From an optimization exercise on the open Yosys and OpenROAD flow, aimed at a short achievable clock period and few clock cycles; shortcuts taken in it are not production practice. Only simulation tests tie the RTL to the original design; equivalence was not proved. The clock input has no modelled driver; a real chip could not lean on it and would need a root buffer or a full tree. Power is estimated from default activity; no workload was simulated.

==> inputs of exp/sierra <==
## game_top
module game_top #(
	parameter int hold_cycles        = 1,   
	parameter int error_phase_cycles = 2,   
	parameter int win_phase_cycles   = 4    
)
(
	input  logic             clock_builtin_50MHZ,
	input  logic             reset,
	input  logic             not_logic_0,
	input  logic             not_logic_1,
	input  logic             not_activity,
	output logic [7:0]       in_shift_reg,
	output game_pkg::digit_t move_count_tens,
	output game_pkg::digit_t move_count_ones,
	output game_pkg::digit_t win_count_tens,
	output game_pkg::digit_t win_count_ones,
	output game_pkg::coord_t last_x,
	output game_pkg::coord_t last_y
);
export LEC_CHECK = 0
export ABC_CLOCK_PERIOD_IN_PS = 2000
export CAP_MARGIN = 20
export CORE_MARGIN = 2
export CORE_UTILIZATION = 25
export PLACE_DENSITY = 0.4
export SETUP_SLACK_MARGIN = 5
export SLEW_MARGIN = 20
export TNS_END_PERCENT = 100
create_clock -name core_clock -period 8.0 [get_ports {clock_builtin_50MHZ}]
standard.sh (not shown) runs the stock make flow with config.mk's settings and CLKGATE_MAP_FILE= SYNTH_SCRIPT=/design/flow/synth_recipe.tcl, a recipe that flattens the netlist after the stock synthesis.
==> flow/flow/run.sh <==
#!/bin/bash
# The standard layout (standard.sh), with cell sizing free to change a cell's
# footprint and the port buffers made from buf_4 instead of the smallest buffer.
set -euo pipefail
extra='MATCH_CELL_FOOTPRINT=0 "BUFFER_PORTS_ARGS=-buffer_cell sky130_fd_sc_hd__buf_4"'
sed -e "s|\"\${@:-finish}\"|$extra \"\${@:-finish}\"|" standard.sh > standard_mod.sh
grep -q MATCH_CELL_FOOTPRINT=0 standard_mod.sh
bash standard_mod.sh finish > flow_make.log 2>&1
==> exp/onyx (differences from exp/sierra) <==
==> flow/flow/run.sh (replaced) <==
#!/bin/bash
set -euo pipefail
extra='MATCH_CELL_FOOTPRINT=0 "BUFFER_PORTS_ARGS=-buffer_cell sky130_fd_sc_hd__buf_4"'
sed -e "s|\"\${@:-finish}\"|$extra \"\${@:-finish}\"|" \
    -e "s|SETUP_SLACK_MARGIN=[0-9.]*|SETUP_SLACK_MARGIN=6|" standard.sh > standard_mod.sh
grep -q MATCH_CELL_FOOTPRINT=0 standard_mod.sh
grep -q SETUP_SLACK_MARGIN=6 standard_mod.sh
bash standard_mod.sh finish > flow_make.log 2>&1
==> comparison table <==
                                                                                        exp/onyx                exp/sierra
Run status                                                                        finished clean            finished clean
Most frequent standard cell in the layout excluding fill and tap cells  sky130_fd_sc_hd__nand2_1  sky130_fd_sc_hd__dfxtp_1
Initial antenna violation count                                                                3                         4
DR WL/cell                                                                               27.5 um                   27.3 um
Later-pin clock latency in the skew report                                               0.58 ns                   0.57 ns
Peak fanout along the critical path                                                            6                        10
# clk buffers                                                                                 55                        51
Power consumed by combinational cells                                                   0.295 mW                  0.197 mW
Cell with the biggest individual delay on the critical path             sky130_fd_sc_hd__dfxtp_4  sky130_fd_sc_hd__dfxtp_1
Worst slew slack as a fraction of its limit                                                24.6%                     20.7%
Final estimated routing congestion in global placement                                     0.865                     0.872
Seq pwr share                                                                              42.7%                     46.4%
Global-route track usage on met3                                                           5.74%                     5.49%
Static power due to leakage                                                              6.53 nW                   6.02 nW
Worst-case setup slack after placement                                                   4.45 ns                   4.42 ns
DR vias                                                                                    15962                     15735
Clock period minus final worst setup slack                                               2.64 ns                   2.93 ns
Area added between synthesis and finish                                                    23.2%                     12.6%
Testbench counts of exp/sierra, summed over its fixed seeds: cycles 65,736.
Testbench counts of exp/onyx, summed over its fixed seeds: cycles 65,736.

==> inputs of run D <==
Another version of the RTL of game_top (not shown whole).
Settings: LEC_CHECK=0, ABC_CLOCK_PERIOD_IN_PS=2000, CAP_MARGIN=20, CORE_MARGIN=2, CORE_UTILIZATION=25, PLACE_DENSITY=0.4, SETUP_SLACK_MARGIN=5, SLEW_MARGIN=20, TNS_END_PERCENT=100; clock period 8.0 ns.
==> flow/flow/run.sh <==
#!/bin/bash
set -euo pipefail
here=$(pwd)
extra="MATCH_CELL_FOOTPRINT=0 \"BUFFER_PORTS_ARGS=-buffer_cell sky130_fd_sc_hd__buf_4\" PRE_CTS_TCL=$here/flow/pre_cts.tcl"
sed -e "s|\"\${@:-finish}\"|$extra \"\${@:-finish}\"|" \
    -e "s|SETUP_SLACK_MARGIN=[0-9.]*|SETUP_SLACK_MARGIN=6|" standard.sh > standard_mod.sh
grep -q MATCH_CELL_FOOTPRINT=0 standard_mod.sh
grep -q SETUP_SLACK_MARGIN=6 standard_mod.sh
bash standard_mod.sh finish > flow_make.log 2>&1
==> flow/flow/pre_cts.tcl <==
# Hook run by ORFS before its CTS step (PRE_CTS_TCL). It replaces the
# clock_tree_synthesis command with a two-level tree: the clock port drives up
# to 4 root clock buffers, each drives a few leaf clock buffers, and each leaf
# buffer drives the flip-flops of one cluster. The tree is balanced: every
# flip-flop is two clkbuf_16 stages from the port.
source [file join [file dirname [info script]] clock_tree.tcl]

rename clock_tree_synthesis orfs_clock_tree_synthesis
proc clock_tree_synthesis { args } {
  set clk [lindex [all_clocks] 0]
  set port [get_full_name [lindex [get_property $clk sources] 0]]
  set block [ord::get_db_block]
  set nsinks [llength [[[$block findBTerm $port] getNet] getITerms]]
  set k [expr {max(4, int(ceil($nsinks / 15.0)))}]
  build_clock_tree3 $port $k 4 sky130_fd_sc_hd__clkbuf_16 sky130_fd_sc_hd__clkbuf_16
  set_propagated_clock [all_clocks]
}
Other scripts of this flow, unchanged in this note and not shown: flow/flow/clock_tree.tcl
==> run H (differences from run D) <==
--- a/flow/flow/pre_cts.tcl
+++ b/flow/flow/pre_cts.tcl
@@ -7,11 +7,11 @@
 
 rename clock_tree_synthesis orfs_clock_tree_synthesis
 proc clock_tree_synthesis { args } {
   set clk [lindex [all_clocks] 0]
   set port [get_full_name [lindex [get_property $clk sources] 0]]
   set block [ord::get_db_block]
   set nsinks [llength [[[$block findBTerm $port] getNet] getITerms]]
-  set k [expr {max(4, int(ceil($nsinks / 15.0)))}]
+  set k [expr {max(4, int(ceil($nsinks / 20.0)))}]
   build_clock_tree3 $port $k 4 sky130_fd_sc_hd__clkbuf_16 sky130_fd_sc_hd__clkbuf_16
   set_propagated_clock [all_clocks]
 }
==> run E (differences from run D) <==
Settings changed: CORE_UTILIZATION 25 to 35, PLACE_DENSITY 0.4 to 0.5.
==> run Y (differences from run D) <==
--- a/flow/design.v
+++ b/flow/design.v
@@ -115,48 +115,52 @@
 		arm_win_w      <= stay_waiting && steady && win_next;
 		arm_place_w    <= stay_waiting && steady && place_next;
 	end
 	logic [7:0] verdict_c;  
 	logic [7:0] verdict_w;  
 	logic [7:0] other;      
 	logic [7:0] entry_next;
+	logic [7:0] entry_inv_next;
+	logic [7:0] if_idle;    
+	logic [7:0] if_act;
+	logic [7:0] if_one;
+	logic [7:0] if_zero;
 	assign verdict_c = arm_error_c ? 8'hff : (arm_any_c ? echo : entry);
 	assign verdict_w = arm_error_w ? 8'hff : (arm_any_w ? echo : entry);
 	assign other     = blinking ? {8{blink_lit}} : (st_waiting ? verdict_w : entry);
-	always_comb
-	begin
-		if (reset)
-		begin
-			entry_next = '0;
-		end
-		else if (!st_collecting)
-		begin
-			entry_next = other;
-		end
-		else if (!not_logic_0)
-		begin
-			entry_next = {entry[6:0], 1'b0};
-		end
-		else if (!not_logic_1)
-		begin
-			entry_next = {entry[6:0], 1'b1};
-		end
-		else if (!not_activity)
-		begin
-			entry_next = verdict_c;
-		end
-		else
-		begin
-			entry_next = entry;
-		end
-	end
+	assign if_idle   = st_collecting ? entry : other;
+	assign if_act    = st_collecting ? verdict_c : other;
+	assign if_one    = st_collecting ? {entry[6:0], 1'b1} : other;
+	assign if_zero   = st_collecting ? {entry[6:0], 1'b0} : other;
+	button_mux #(.width(8), .reset_value(8'h00)) u_entry_mux (
+		.reset        (reset),
+		.not_logic_0  (not_logic_0),
+		.not_logic_1  (not_logic_1),
+		.not_activity (not_activity),
+		.if_idle      (if_idle),
+		.if_act       (if_act),
+		.if_one       (if_one),
+		.if_zero      (if_zero),
+		.y            (entry_next)
+	);
+	button_mux #(.width(8), .reset_value(8'hff)) u_entry_inv_mux (
+		.reset        (reset),
+		.not_logic_0  (not_logic_0),
+		.not_logic_1  (not_logic_1),
+		.not_activity (not_activity),
+		.if_idle      (~if_idle),
+		.if_act       (~if_act),
+		.if_one       (~if_one),
+		.if_zero      (~if_zero),
+		.y            (entry_inv_next)
+	);
 	always_ff @(posedge clock_builtin_50MHZ)
 	begin
 		in_shift_reg <= entry_next;
-		entry_inv    <= ~entry_next;
+		entry_inv    <= entry_inv_next;
 	end
 	always_ff @(posedge clock_builtin_50MHZ)
 	begin
 		if (reset)
 		begin
 			cnt   <= '0;
 			phase <= '0;
@@ -193,14 +197,34 @@
 			begin
 				cnt <= cnt - cnt_w'(1);
 			end
 		end
 	end
 endmodule
 `default_nettype wire
+`default_nettype none
+module button_mux #(
+	parameter int              width       = 8,
+	parameter logic [width-1:0] reset_value = '0
+)
+(
+	input  logic             reset,
+	input  logic             not_logic_0,
+	input  logic             not_logic_1,
+	input  logic             not_activity,
+	input  logic [width-1:0] if_idle,
+	input  logic [width-1:0] if_act,
+	input  logic [width-1:0] if_one,
+	input  logic [width-1:0] if_zero,
+	output logic [width-1:0] y
+);
+	assign y = reset ? reset_value :
+		(!not_logic_0 ? if_zero : (!not_logic_1 ? if_one : (!not_activity ? if_act : if_idle)));
+endmodule
+`default_nettype wire
 `timescale 1ns/10ps
 `default_nettype none
 module board_keeper
 (
 	input  logic       clock_builtin_50MHZ,
 	input  logic       reset,
 	input  logic [7:0] entry,          
@@ -1327,59 +1351,58 @@
 	assign moves_1 = (arm_win_w || arm_win_c) ? 8'h00 :
 		((arm_place_w || arm_place_c) ? moves_inc : moves);
 	assign wins_1  = (arm_win_w || arm_win_c) ? wins_inc : wins;
 	assign last_x_0 = arm_place_w ? entry_x : last_x;
 	assign last_y_0 = arm_place_w ? entry_y : last_y;
 	assign last_x_1 = (arm_place_w || arm_place_c) ? entry_x : last_x;
 	assign last_y_1 = (arm_place_w || arm_place_c) ? entry_y : last_y;
-	always_comb
-	begin
-		if (reset)
-		begin
-			moves_next = '0;
-			wins_next  = '0;
-		end
-		else if (press_act)
-		begin
-			moves_next = moves_1;
-			wins_next  = wins_1;
-		end
-		else
-		begin
-			moves_next = moves_0;
-			wins_next  = wins_0;
-		end
-	end
+	logic [3:0] last_x_next;
+	logic [3:0] last_y_next;
+	logic [7:0] moves_inv_next;
+	logic [7:0] wins_inv_next;
+	press_mux #(.width(24), .reset_value(24'h0)) u_port_mux (
+		.reset     (reset),
+		.press     (press_act),
+		.if_press  ({moves_1, wins_1, last_x_1, last_y_1}),
+		.if_none   ({moves_0, wins_0, last_x_0, last_y_0}),
+		.y         ({moves_next, wins_next, last_x_next, last_y_next})
+	);
+	press_mux #(.width(16), .reset_value(16'hffff)) u_inv_mux (
+		.reset     (reset),
+		.press     (press_act),
+		.if_press  (~{moves_1, wins_1}),
+		.if_none   (~{moves_0, wins_0}),
+		.y         ({moves_inv_next, wins_inv_next})
+	);
 	always_ff @(posedge clock_builtin_50MHZ)
 	begin
 		{move_count_tens, move_count_ones} <= moves_next;
 		{win_count_tens, win_count_ones}   <= wins_next;
-		moves_inv <= ~moves_next;
-		wins_inv  <= ~wins_next;
-	end
-	always_ff @(posedge clock_builtin_50MHZ)
-	begin
-		if (reset)
-		begin
-			last_x <= '0;
-			last_y <= '0;
-		end
-		else if (press_act)
-		begin
-			last_x <= last_x_1;
-			last_y <= last_y_1;
-		end
-		else
-		begin
-			last_x <= last_x_0;
-			last_y <= last_y_0;
-		end
+		moves_inv <= moves_inv_next;
+		wins_inv  <= wins_inv_next;
+		last_x    <= last_x_next;
+		last_y    <= last_y_next;
 	end
 endmodule
 `default_nettype wire
+`default_nettype none
+module press_mux #(
+	parameter int               width       = 8,
+	parameter logic [width-1:0] reset_value = '0
+)
+(
+	input  logic             reset,
+	input  logic             press,
+	input  logic [width-1:0] if_press,
+	input  logic [width-1:0] if_none,
+	output logic [width-1:0] y
+);
+	assign y = reset ? reset_value : (press ? if_press : if_none);
+endmodule
+`default_nettype wire
 `timescale 1ns/10ps
 `default_nettype none
 module game_top #(
 	parameter int hold_cycles        = 1,   
 	parameter int error_phase_cycles = 2,   
 	parameter int win_phase_cycles   = 4    
 )
Settings changed: SYNTH_HIERARCHICAL set to 1, SYNTH_MINIMUM_KEEP_SIZE set to 0.
==> impl_metrics.csv <==
group,metric,value,unit
run_status,status,"timing/DRC/antenna clean",
routing,wl_met1,31080,um
finish,register_area,6429,um^2
synth,ys_seq_area_frac,0.3946,
timing,fin_worst_hold_slack,0.4445,ns
clock_network,clkTransAtPathRegs,0.07,ns
floorplanning,coreArea,45480,um^2
synth,yosysUniqueCellTypes,76,
power,cellPowerDensity,157.2,nW/um^2
worst_setup_path,reg2reg_depth,7,
finish,fill_cells,4557,
finish,nets,2080,
finish,layout_common_cells,"nand2_1, dfxtp_1, nand3_1, a21oi_1, nor2_1",
# the run above: run E

==> impl_metrics.csv <==
group,metric,value,unit
finish,layout_commonest_cell,"nand2_1",
finish,fill_cells,7707,
finish,layout_common_cells,"nand2_1, dfxtp_1, nor2_1, a21oi_1, nand3_1",
finish,nets,2353,
worst_setup_path,cp-start-kind,"primary input",
floorplanning,start_util,0.2514,
timing,finalSetupTns,0,ns
finish,register_area,6445,um^2
clock_network,clkTransAtPathRegs,0.08,ns
worst_setup_path,reg2reg_depth,8,
floorplanning,coreArea,72710,um^2
timing,fin_worst_hold_slack,0.4489,ns
power,cellPowerDensity,148.6,nW/um^2
clock_network,cts_resized,236,
routing,wl_met1,38050,um
run_status,status,"timing/DRC/antenna clean",
synth,synth_nets,2413,
worst_setup_path,critPathMaxFanout,3,
# the run above: run Y

==> impl_metrics.csv <==
group,metric,value,unit
routing,top_layer,"met5",
floorplanning,coreArea,64120,um^2
synth,ys_seq_area_frac,0.3946,
clock_network,clkTransAtPathRegs,0.09,ns
synth,yosysUniqueCellTypes,76,
place,pre_cts_slack,4.570,ns
run_status,status,"timing/DRC/antenna clean",
worst_setup_path,reg2reg_depth,4,
finish,layout_common_cells,"nand2_1, dfxtp_1, nand3_1, a21oi_1, nor2_1",
power,cellPowerDensity,147.2,nW/um^2
finish,register_area,6425,um^2
routing,wl_met1,35470,um
timing,fin_worst_hold_slack,0.4315,ns
synth,synthArstFlopShare,0,
finish,fill_cells,6778,
finish,nets,2090,
routing,vias,17550,
# the run above: run H

==> impl_metrics.csv <==
group,metric,value,unit
run_status,status,"timing/DRC/antenna clean",
finish,register_area,6427,um^2
floorplanning,coreArea,64120,um^2
finish,fill_cells,6773,
finish,layout_common_cells,"nand2_1, dfxtp_1, nand3_1, a21oi_1, nor2_1",
worst_setup_path,reg2reg_depth,4,
synth,ys_seq_area_frac,0.3946,
routing,wl_met1,35170,um
clock_network,clkTransAtPathRegs,0.07,ns
timing,fin_worst_hold_slack,0.4276,ns
# the run above: run D

Testbench counts of run D, summed over its fixed seeds: cycles 65,736.
Testbench counts of run H, summed over its fixed seeds: cycles 65,736.
Testbench counts of run E, summed over its fixed seeds: cycles 65,736.
Testbench counts of run Y, summed over its fixed seeds: cycles 65,736.
In every run of this note, the design's own scripts or RTL, not TritonCTS, make the clock network.

==> branch umber <==
Another version of the RTL of game_top (not shown whole).
==> module score_board, before the edit <==
module score_board
(
	input  logic             clock_builtin_50MHZ,
	input  logic             reset,
	input  logic [7:0]       entry,     
	input  logic             press_act,    
	input  logic             arm_win_c,    
	input  logic             arm_place_c,  
	input  logic             arm_win_w,    
	input  logic             arm_place_w,
	output game_pkg::digit_t move_count_tens,
	output game_pkg::digit_t move_count_ones,
	output game_pkg::digit_t win_count_tens,
	output game_pkg::digit_t win_count_ones,
	output game_pkg::coord_t last_x,
	output game_pkg::coord_t last_y
);
	localparam game_pkg::digit_t top_digit = 4'd9;
	function automatic logic [7:0] dec_inc(input game_pkg::digit_t tens,
	                                       input game_pkg::digit_t ones);
		logic [7:0] result;
		if (ones != top_digit)
		begin
			result = {tens, ones + 4'd1};
		end
		else if (tens != top_digit)
		begin
			result = {tens + 4'd1, 4'd0};  
		end
		else
		begin
			result = 8'h00;
		end
		dec_inc = result;
	endfunction
	logic [7:0] moves_inv;
	logic [7:0] wins_inv;
	logic [7:0] moves;      
	logic [7:0] wins;
	logic [7:0] moves_out;  
	logic [7:0] wins_out;
	logic [7:0] moves_next;
	logic [7:0] wins_next;
	assign moves     = ~moves_inv;
	assign wins      = ~wins_inv;
	assign moves_out = {move_count_tens, move_count_ones};
	assign wins_out  = {win_count_tens, win_count_ones};
	logic [7:0] moves_inc;
	logic [7:0] wins_inc;
	logic [7:0] moves_0;  
	logic [7:0] wins_0;
	logic [7:0] moves_1;  
	logic [7:0] wins_1;
	logic [3:0] entry_x;
	logic [3:0] entry_y;
	logic [3:0] last_x_0;
	logic [3:0] last_y_0;
	logic [3:0] last_x_1;
	logic [3:0] last_y_1;
	assign moves_inc = dec_inc(moves[7:4], moves[3:0]);
	assign wins_inc  = dec_inc(wins[7:4], wins[3:0]);
	assign entry_x   = {entry[0], entry[1], entry[2], entry[3]};
	assign entry_y   = {entry[4], entry[5], entry[6], entry[7]};
	assign moves_0 = arm_win_w ? 8'h00 : (arm_place_w ? moves_inc : moves_out);
	assign wins_0  = arm_win_w ? wins_inc : wins_out;
	assign moves_1 = (arm_win_w || arm_win_c) ? 8'h00 :
		((arm_place_w || arm_place_c) ? moves_inc : moves_out);
	assign wins_1  = (arm_win_w || arm_win_c) ? wins_inc : wins_out;
	assign last_x_0 = arm_place_w ? entry_x : last_x;
	assign last_y_0 = arm_place_w ? entry_y : last_y;
	assign last_x_1 = (arm_place_w || arm_place_c) ? entry_x : last_x;
	assign last_y_1 = (arm_place_w || arm_place_c) ? entry_y : last_y;
	logic [3:0] last_x_next;
	logic [3:0] last_y_next;
	press_mux #(.width(24), .reset_value(24'h0)) u_port_mux (
		.reset     (reset),
		.press     (press_act),
		.if_press  ({moves_1, wins_1, last_x_1, last_y_1}),
		.if_none   ({moves_0, wins_0, last_x_0, last_y_0}),
		.y         ({moves_next, wins_next, last_x_next, last_y_next})
	);
	always_ff @(posedge clock_builtin_50MHZ)
	begin
		{move_count_tens, move_count_ones} <= moves_next;
		{win_count_tens, win_count_ones}   <= wins_next;
		last_x    <= last_x_next;
		last_y    <= last_y_next;
		moves_inv <= ~moves_out;
		wins_inv  <= ~wins_out;
	end
endmodule
Settings: LEC_CHECK=0, ABC_CLOCK_PERIOD_IN_PS=2000, CAP_MARGIN=20, CORE_MARGIN=2, CORE_UTILIZATION=25, PLACE_DENSITY=0.4, SETUP_SLACK_MARGIN=5, SLEW_MARGIN=20, SYNTH_HIERARCHICAL=1, SYNTH_MINIMUM_KEEP_SIZE=0, TNS_END_PERCENT=100; clock period 8.0 ns.
==> flow/flow/clock_tree.tcl <==
# Two-level clock tree: clock port -> R root clock buffers -> K leaf clock
# buffers, each at the centre of a cluster of flip-flops -> flip-flop clock pins.
# Clusters: capacity-limited k-means (Manhattan distance).
proc ct_kmeans { xs ys k slack } {
  set n [llength $xs]
  set x0 [tcl::mathfunc::min {*}$xs]; set x1 [tcl::mathfunc::max {*}$xs]
  set y0 [tcl::mathfunc::min {*}$ys]; set y1 [tcl::mathfunc::max {*}$ys]
  set g [expr {int(ceil(sqrt($k)))}]
  set gy [expr {int(ceil(double($k) / $g))}]
  set cxs {}; set cys {}
  for {set j 0} {$j < $k} {incr j} {
    lappend cxs [expr {$x0 + ($x1 - $x0) * (($j % $g) + 0.5) / $g}]
    lappend cys [expr {$y0 + ($y1 - $y0) * (int($j / $g) + 0.5) / $gy}]
  }
  set cap [expr {int(ceil($slack * $n / $k))}]
  for {set iter 0} {$iter < 25} {incr iter} {
    set order {}
    for {set i 0} {$i < $n} {incr i} {
      set best 1e30
      for {set j 0} {$j < $k} {incr j} {
        set d [expr {abs([lindex $xs $i] - [lindex $cxs $j]) + abs([lindex $ys $i] - [lindex $cys $j])}]
        if {$d < $best} { set best $d }
      }
      lappend order [list $i $best]
    }
    set order [lsort -real -decreasing -index 1 $order]
    set count [lrepeat $k 0]
    set assign [lrepeat $n 0]
    foreach o $order {
      set i [lindex $o 0]
      set bestj -1; set best 1e30
      for {set j 0} {$j < $k} {incr j} {
        if {[lindex $count $j] >= $cap} { continue }
        set d [expr {abs([lindex $xs $i] - [lindex $cxs $j]) + abs([lindex $ys $i] - [lindex $cys $j])}]
        if {$d < $best} { set best $d; set bestj $j }
      }
      lset assign $i $bestj
      lset count $bestj [expr {[lindex $count $bestj] + 1}]
    }
    set sx [lrepeat $k 0.0]; set sy [lrepeat $k 0.0]
    for {set i 0} {$i < $n} {incr i} {
      set j [lindex $assign $i]
      lset sx $j [expr {[lindex $sx $j] + [lindex $xs $i]}]
      lset sy $j [expr {[lindex $sy $j] + [lindex $ys $i]}]
    }
    for {set j 0} {$j < $k} {incr j} {
      set c [lindex $count $j]
      if {$c > 0} {
        lset cxs $j [expr {[lindex $sx $j] / $c}]
        lset cys $j [expr {[lindex $sy $j] / $c}]
      }
    }
  }
  return [list $assign $cxs $cys $count]
}

proc build_clock_tree3 { clkport k r leafmaster rootmaster } {
  set db [ord::get_db]
  set block [ord::get_db_block]
  set clknet [[$block findBTerm $clkport] getNet]
  set lm [$db findMaster $leafmaster]
  set rm [$db findMaster $rootmaster]
  set sinks [$clknet getITerms]
  set n [llength $sinks]
  set xs {}; set ys {}
  foreach it $sinks {
    set bb [[$it getInst] getBBox]
    lappend xs [expr {([$bb xMin] + [$bb xMax]) / 2.0}]
    lappend ys [expr {([$bb yMin] + [$bb yMax]) / 2.0}]
  }
  lassign [ct_kmeans $xs $ys $k 1.1] assign cxs cys count
  lassign [ct_kmeans $cxs $cys $r 1.0] rassign rxs rys rcount
  set rootnets {}
  for {set j 0} {$j < $r} {incr j} {
    set rootnet [odb::dbNet_create $block clknet_root_$j]
    $rootnet setSigType CLOCK
    set root [odb::dbInst_create $block $rm clkbuf_root_$j]
    [$root findITerm A] connect $clknet
    [$root findITerm [ct_out_pin $rm]] connect $rootnet
    $root setLocation [expr {int([lindex $rxs $j])}] [expr {int([lindex $rys $j])}]
    $root setPlacementStatus PLACED
    lappend rootnets $rootnet
  }
  set leaves {}
  for {set j 0} {$j < $k} {incr j} {
    set leaf [odb::dbInst_create $block $lm clkbuf_leaf_$j]
    set leafnet [odb::dbNet_create $block clknet_leaf_$j]
    $leafnet setSigType CLOCK
    [$leaf findITerm A] connect [lindex $rootnets [lindex $rassign $j]]
    [$leaf findITerm [ct_out_pin $lm]] connect $leafnet
    $leaf setLocation [expr {int([lindex $cxs $j])}] [expr {int([lindex $cys $j])}]
    $leaf setPlacementStatus PLACED
    lappend leaves $leafnet
  }
  for {set i 0} {$i < $n} {incr i} {
    set it [lindex $sinks $i]
    $it disconnect
    $it connect [lindex $leaves [lindex $assign $i]]
  }
  puts "clock tree: $n sinks, $k leaves ($count), $r roots ($rcount)"
}

# output pin of a buffer (X) or an inverter (Y)
proc ct_out_pin { master } {
  foreach mt [$master getMTerms] {
    if {[$mt getIoType] == "OUTPUT"} { return [$mt getName] }
  }
}
Scripts as last shown in full above: flow/flow/run.sh
Other scripts of this flow, unchanged in this note and not shown: flow/flow/pre_cts.tcl, flow/flow/pull_outputs.tcl
==> inputs of branch sierra, as changes to branch umber <==
--- a/flow/design.v
+++ b/flow/design.v
@@ -1317,14 +1317,14 @@
 	logic [7:0] moves_inv;
 	logic [7:0] wins_inv;
-	logic [7:0] moves;      
+	logic [7:0] moves;
 	logic [7:0] wins;
-	logic [7:0] moves_out;  
-	logic [7:0] wins_out;
 	logic [7:0] moves_next;
 	logic [7:0] wins_next;
-	assign moves     = ~moves_inv;
-	assign wins      = ~wins_inv;
-	assign moves_out = {move_count_tens, move_count_ones};
-	assign wins_out  = {win_count_tens, win_count_ones};
+	assign moves = ~moves_inv;
+	assign wins  = ~wins_inv;
+	logic [7:0] last_inv;
+	logic [3:0] last_x_q;
+	logic [3:0] last_y_q;
+	assign {last_x_q, last_y_q} = ~last_inv;
 	logic [7:0] moves_inc;
 	logic [7:0] wins_inc;
@@ -1343,15 +1343,18 @@
 	assign entry_x   = {entry[0], entry[1], entry[2], entry[3]};
 	assign entry_y   = {entry[4], entry[5], entry[6], entry[7]};
-	assign moves_0 = arm_win_w ? 8'h00 : (arm_place_w ? moves_inc : moves_out);
-	assign wins_0  = arm_win_w ? wins_inc : wins_out;
+	assign moves_0 = arm_win_w ? 8'h00 : (arm_place_w ? moves_inc : moves);
+	assign wins_0  = arm_win_w ? wins_inc : wins;
 	assign moves_1 = (arm_win_w || arm_win_c) ? 8'h00 :
-		((arm_place_w || arm_place_c) ? moves_inc : moves_out);
-	assign wins_1  = (arm_win_w || arm_win_c) ? wins_inc : wins_out;
-	assign last_x_0 = arm_place_w ? entry_x : last_x;
-	assign last_y_0 = arm_place_w ? entry_y : last_y;
-	assign last_x_1 = (arm_place_w || arm_place_c) ? entry_x : last_x;
-	assign last_y_1 = (arm_place_w || arm_place_c) ? entry_y : last_y;
+		((arm_place_w || arm_place_c) ? moves_inc : moves);
+	assign wins_1  = (arm_win_w || arm_win_c) ? wins_inc : wins;
+	assign last_x_0 = arm_place_w ? entry_x : last_x_q;
+	assign last_y_0 = arm_place_w ? entry_y : last_y_q;
+	assign last_x_1 = (arm_place_w || arm_place_c) ? entry_x : last_x_q;
+	assign last_y_1 = (arm_place_w || arm_place_c) ? entry_y : last_y_q;
 	logic [3:0] last_x_next;
 	logic [3:0] last_y_next;
+	logic [7:0] moves_inv_next;
+	logic [7:0] wins_inv_next;
+	logic [7:0] last_inv_next;
 	press_mux #(.width(24), .reset_value(24'h0)) u_port_mux (
 		.reset     (reset),
@@ -1361,12 +1364,20 @@
 		.y         ({moves_next, wins_next, last_x_next, last_y_next})
 	);
+	press_mux #(.width(24), .reset_value(24'hffffff)) u_inv_mux (
+		.reset     (reset),
+		.press     (press_act),
+		.if_press  (~{moves_1, wins_1, last_x_1, last_y_1}),
+		.if_none   (~{moves_0, wins_0, last_x_0, last_y_0}),
+		.y         ({moves_inv_next, wins_inv_next, last_inv_next})
+	);
 	always_ff @(posedge clock_builtin_50MHZ)
 	begin
 		{move_count_tens, move_count_ones} <= moves_next;
 		{win_count_tens, win_count_ones}   <= wins_next;
+		moves_inv <= moves_inv_next;
+		wins_inv  <= wins_inv_next;
+		last_inv  <= last_inv_next;
 		last_x    <= last_x_next;
 		last_y    <= last_y_next;
-		moves_inv <= ~moves_out;
-		wins_inv  <= ~wins_out;
 	end
 endmodule
--- a/flow/flow/clock_tree.tcl
+++ b/flow/flow/clock_tree.tcl
@@ -77,5 +77,5 @@
     set root [odb::dbInst_create $block $rm clkbuf_root_$j]
     [$root findITerm A] connect $clknet
-    [$root findITerm [ct_out_pin $rm]] connect $rootnet
+    [$root findITerm X] connect $rootnet
     $root setLocation [expr {int([lindex $rxs $j])}] [expr {int([lindex $rys $j])}]
     $root setPlacementStatus PLACED
@@ -88,5 +88,5 @@
     $leafnet setSigType CLOCK
     [$leaf findITerm A] connect [lindex $rootnets [lindex $rassign $j]]
-    [$leaf findITerm [ct_out_pin $lm]] connect $leafnet
+    [$leaf findITerm X] connect $leafnet
     $leaf setLocation [expr {int([lindex $cxs $j])}] [expr {int([lindex $cys $j])}]
     $leaf setPlacementStatus PLACED
@@ -100,9 +100,2 @@
   puts "clock tree: $n sinks, $k leaves ($count), $r roots ($rcount)"
 }
-
-# output pin of a buffer (X) or an inverter (Y)
-proc ct_out_pin { master } {
-  foreach mt [$master getMTerms] {
-    if {[$mt getIoType] == "OUTPUT"} { return [$mt getName] }
-  }
-}
--- a/flow/config.mk
+++ b/flow/config.mk
@@ -9,6 +9,6 @@
 export CAP_MARGIN = 20
 export CORE_MARGIN = 2
-export CORE_UTILIZATION = 25
-export PLACE_DENSITY = 0.4
+export CORE_UTILIZATION = 35
+export PLACE_DENSITY = 0.5
 export SETUP_SLACK_MARGIN = 5
 export SLEW_MARGIN = 20
==> reports/summary.txt <==
LOGIC SYNTHESIS
---------------------------------------------------------------------------
Synthesized instance count ...................................         2408
Synthesized area per cell ....................................     7.69 µm²
Leading cell types by count after synthesis .................. dfxtp_1, nand2_1, nor2_1
Share of Yosys cell area claimed by the top area cell type ...        34.4%
Summed instance area of the synthesized netlist ..............   0.0185 mm²

STATUS
---------------------------------------------------------------------------
Run status ...................................................  timing/DRC/antenna clean

CTS
---------------------------------------------------------------------------
Postcts setup bufs ...........................................           83

POWER AND IR DROP
---------------------------------------------------------------------------
Total combinational power ....................................       487 µW
Sequential share of power ....................................        50.0%

CELLS AND AREA
---------------------------------------------------------------------------
Nets .........................................................         2394
Fraction of layout cells with a size suffix above 1 ..........        21.8%

GLOBAL ROUTING
---------------------------------------------------------------------------
Maximum number of pins on one net before global-route repair .           36

ROUTE
---------------------------------------------------------------------------
Overall routed net length ....................................      96.5 mm

Source of the figures above: branch umber

==> reports/summary.txt <==
LOGIC SYNTHESIS
---------------------------------------------------------------------------
Synthesized instance count ...................................         2509
Share of Yosys cell area claimed by the top area cell type ...        33.5%
Summed instance area of the synthesized netlist ..............   0.0195 mm²
Leading cell types by count after synthesis .................. dfxtp_1, nor2_1, nand2_1

TIMING
---------------------------------------------------------------------------
Fin worst setup slack ........................................      5.65 ns

ROUTE
---------------------------------------------------------------------------
Overall routed net length ....................................      92.3 mm

CTS
---------------------------------------------------------------------------
Postcts setup bufs ...........................................           50

STATUS
---------------------------------------------------------------------------
Run status ...................................................  timing/DRC/antenna clean

CELLS AND AREA
---------------------------------------------------------------------------
Nets .........................................................         2486
Fraction of layout cells with a size suffix above 1 ..........        21.7%

GLOBAL ROUTING
---------------------------------------------------------------------------
Maximum number of pins on one net before global-route repair .           40

POWER AND IR DROP
---------------------------------------------------------------------------
Sequential share of power ....................................        49.3%

Source of the figures above: branch sierra

Testbench counts of branch umber, summed over its fixed seeds: cycles 65,736.
Testbench counts of branch sierra, summed over its fixed seeds: cycles 65,736.
In every run of this note, the design's own scripts or RTL, not TritonCTS, make the clock network.

separate check: timing with driven ports:
No port has a modelled driver above. Below, the same layouts with a new extraction and two added sets of constraints. Step 1 assumes that a clkbuf_16 drives the clock port and a buf_2 every other input. Step 2, shift: input delay + t, output delay - t, t = (earliest + latest rising clock arrival at the registers) / 2. This alone moves slack from input paths to output paths. Slacks: no drivers / after step 1 / after step 2; pairs: no drivers / after step 1.
run | shift t [ns] | setup WS [ns] | worst hold slack (ns) | slew at the worst register clock pin (ns)
exp/sierra | 0.611 | 5.075 / 5.017 / 4.663 | 0.424 / 0.424 / 0.424 | 0.06 / 0.06
exp/onyx | 0.623 | 5.358 / 5.299 / 4.861 | 0.423 / 0.423 / 0.423 | 0.06 / 0.06
run D | 0.468 | 5.549 / 5.449 / 5.164 | 0.428 / 0.428 / 0.428 | 0.09 / 0.09
run H | 0.463 | 5.533 / 5.460 / 5.154 | 0.431 / 0.431 / 0.431 | 0.09 / 0.09
run E | 0.448 | 5.532 / 5.485 / 5.093 | 0.445 / 0.445 / 0.445 | 0.09 / 0.09
run Y | 0.468 | 5.554 / 5.450 / 5.111 | 0.449 / 0.449 / 0.449 | 0.08 / 0.08
branch umber | 0.445 | 5.610 / 5.461 / 5.204 | 0.472 / 0.472 / 0.472 | 0.09 / 0.09
branch sierra | 0.428 | 5.655 / 5.520 / 5.096 | 0.449 / 0.449 / 0.449 | 0.09 / 0.09
After both steps every run listed still meets setup and hold. For branch sierra, which loses most, drivers alone change the setup slack by -0.135 ns; drivers and shift together by -0.559 ns.
